What follows belongs to an exercise in optimizing a design on an open flow for small area; a production flow would make more cautious choices.
At most, simulation tests tie the RTL to the original design; equivalence was not proved.

==> module boreal_ledger, before the edit <==
module boreal_ledger
#(
  parameter int DEPTH = 16,
  parameter int AW    = $clog2(DEPTH)
) (
  input  logic          clk,
  input  logic          rst,
  input  logic          ledger_wr_en,
  input  logic [31:0]   wr_opcode,
  input  logic [31:0]   wr_nonce,
  input  logic          wr_committed,
  input  logic [31:0]   wr_policy_hash,
  input  logic          rd_ready,
  output logic          rd_valid,
  output logic [31:0]   rd_seq,
  output logic [31:0]   rd_opcode,
  output logic [31:0]   rd_nonce,
  output logic [31:0]   rd_policy_hash,
  output logic          rd_committed,
  output logic [31:0]   rd_chain,
  output logic [AW:0]   ledger_count,
  output logic          ledger_full,
  output logic          overflow,
  output logic [15:0]   drop_count,
  output logic [31:0]   chain_head
);
  logic [31:0]        seq_ctr;
  logic [31:0]        prev_chain;
  logic [DEPTH-1:0]   rd_sel;
  logic [DEPTH-1:0]   row_we;
  logic               pop;
  logic               wr_accept;
  logic [31:0]        chain_next;
  logic [AW:0]        count_next;
  logic [ENTRY_W-1:0] wr_data;
  logic [ENTRY_W-1:0] rd_data;
  assign pop = rd_valid && rd_ready;
  assign wr_accept = ledger_wr_en && (!ledger_count[AW] || pop);
  assign chain_next = boreal_ledger_pkg::ledger_chain_mix(chain_head, seq_ctr, wr_opcode,
                                       wr_nonce, wr_policy_hash,
                                       wr_committed);
  assign wr_data = {wr_opcode, wr_nonce, wr_policy_hash, wr_committed};
  always_comb begin
    count_next = ledger_count;
    case ({wr_accept, pop})
      2'b10:   count_next = ledger_count + 1'b1;
      2'b01:   count_next = ledger_count - 1'b1;
      default: count_next = ledger_count;
    endcase
  end
  always_ff @(posedge clk) begin
    if (rst) begin
      seq_ctr      <= '0;
      chain_head   <= LEDGER_CHAIN_SEED;
      ledger_count <= '0;
      overflow     <= 1'b0;
      drop_count   <= '0;
    end else begin
      if (wr_accept) begin
        seq_ctr    <= seq_ctr + 32'd1;
        chain_head <= chain_next;
      end else if (ledger_wr_en) begin
        overflow <= 1'b1;
        if (drop_count != 16'hFFFF) begin
          drop_count <= drop_count + 16'd1;
        end
      end
      ledger_count <= count_next;
    end
  end
  assign ledger_full = ledger_count[AW];
  always_ff @(posedge clk) begin
    if (rst) begin
      rd_valid   <= 1'b0;
      prev_chain <= LEDGER_CHAIN_SEED;
      rd_sel     <= DEPTH'(1);
    end else if (!rd_valid) begin
      if (ledger_count != '0) begin
        rd_valid <= 1'b1;
      end
    end else if (rd_ready) begin
      rd_valid   <= 1'b0;
      prev_chain <= rd_chain;
      rd_sel     <= {rd_sel[DEPTH-2:0], rd_sel[DEPTH-1]};
    end
  end
  assign rd_seq = seq_ctr - {{(31-AW){1'b0}}, ledger_count};
  always_comb begin
    for (int i = 0; i < DEPTH; i++) begin
      row_we[i] = wr_accept && (seq_ctr[AW-1:0] == AW'(i));
    end
  end
  boreal_ledger_mem #(
    .DEPTH (DEPTH),
    .AW    (AW)
  ) u_mem (
    .clk     (clk),
    .row_we  (row_we),
    .row_keep(~row_we),
    .wr_data (wr_data),
    .rd_sel  (rd_sel),
    .rd_data (rd_data)
  );
  assign rd_opcode      = rd_data[OPCODE_LSB +: 32];
  assign rd_nonce       = rd_data[NONCE_LSB +: 32];
  assign rd_policy_hash = rd_data[POLICY_LSB +: 32];
  assign rd_committed   = rd_data[COMMITTED_BIT];
  assign rd_chain       = boreal_ledger_pkg::ledger_chain_mix(prev_chain, rd_seq, rd_opcode,
                                       rd_nonce, rd_policy_hash,
                                       rd_committed);
endmodule
Settings: LEC_CHECK=0, CAP_MARGIN=20, CORE_MARGIN=2, CORE_UTILIZATION=40, SLEW_MARGIN=20, SYNTH_HIERARCHICAL=1; clock period 5.0 ns.
run.sh (not shown) runs the stock make flow with config.mk's settings and CLKGATE_MAP_FILE= SYNTH_SCRIPT=/design/flow/synth_recipe.tcl, a recipe that flattens the netlist after the stock synthesis.
The starting point completed, yet does not pass: negative setup slack.
Change:
--- a/flow/design.v
+++ b/flow/design.v
@@ -71,7 +71,6 @@
   output logic [31:0]   chain_head
 );
   logic [31:0]        seq_ctr;
-  logic [31:0]        prev_chain;
   logic [DEPTH-1:0]   rd_sel;
   logic [DEPTH-1:0]   row_we;
   logic               pop;
@@ -118,15 +117,17 @@
   always_ff @(posedge clk) begin
     if (rst) begin
       rd_valid   <= 1'b0;
-      prev_chain <= LEDGER_CHAIN_SEED;
+      rd_chain   <= LEDGER_CHAIN_SEED;
       rd_sel     <= DEPTH'(1);
     end else if (!rd_valid) begin
       if (ledger_count != '0) begin
         rd_valid <= 1'b1;
+        rd_chain <= boreal_ledger_pkg::ledger_chain_mix(rd_chain, rd_seq, rd_opcode,
+                                       rd_nonce, rd_policy_hash,
+                                       rd_committed);
       end
     end else if (rd_ready) begin
       rd_valid   <= 1'b0;
-      prev_chain <= rd_chain;
       rd_sel     <= {rd_sel[DEPTH-2:0], rd_sel[DEPTH-1]};
     end
   end
@@ -151,7 +152,4 @@
   assign rd_nonce       = rd_data[NONCE_LSB +: 32];
   assign rd_policy_hash = rd_data[POLICY_LSB +: 32];
   assign rd_committed   = rd_data[COMMITTED_BIT];
-  assign rd_chain       = boreal_ledger_pkg::ledger_chain_mix(prev_chain, rd_seq, rd_opcode,
-                                       rd_nonce, rd_policy_hash,
-                                       rd_committed);
 endmodule
Result:
- This time the run finished clean
- die area is lower by 0.65%
- wire length decreases by 4.7%
- global-route usage decreases by 1.1 points
- maximum frequency grows by about 2.3%
- setup slack gets better by 0.11 ns
- via count fell by 3.7%
- utilization is lower by 1.7 points
Only the layout flow was run in the first run of this note; the RTL was not checked for function there.

==> afterwards: timing with drivers on the ports <==
The results above use ideal ports. As a check the final layouts listed here were re-extracted and re-timed, cells and wires unchanged.
Step 1 assumes that a clkbuf_16 drives the clock port and a buf_2 every other input.
Step 2 adds t to the input delays and takes it off the output delays; t is the mean of the earliest and latest rising clock arrival at the registers after step 1. Input paths then give back, and output paths get back, about the clock's delay inside the block.
Slacks: ideal / step 1 / step 2; pairs: ideal / step 1.
run	shift t [ns]	setup slack, ns	clock arrival spread, ns	worst data-port slew with drivers (ns)	pins driven straight from the clock port
the first run	0.897	-0.032 / -0.115 / 0.625	0.068 / 0.069	0.17	1
the second run	0.881	0.082 / -0.002 / 0.681	0.060 / 0.061	0.18	1
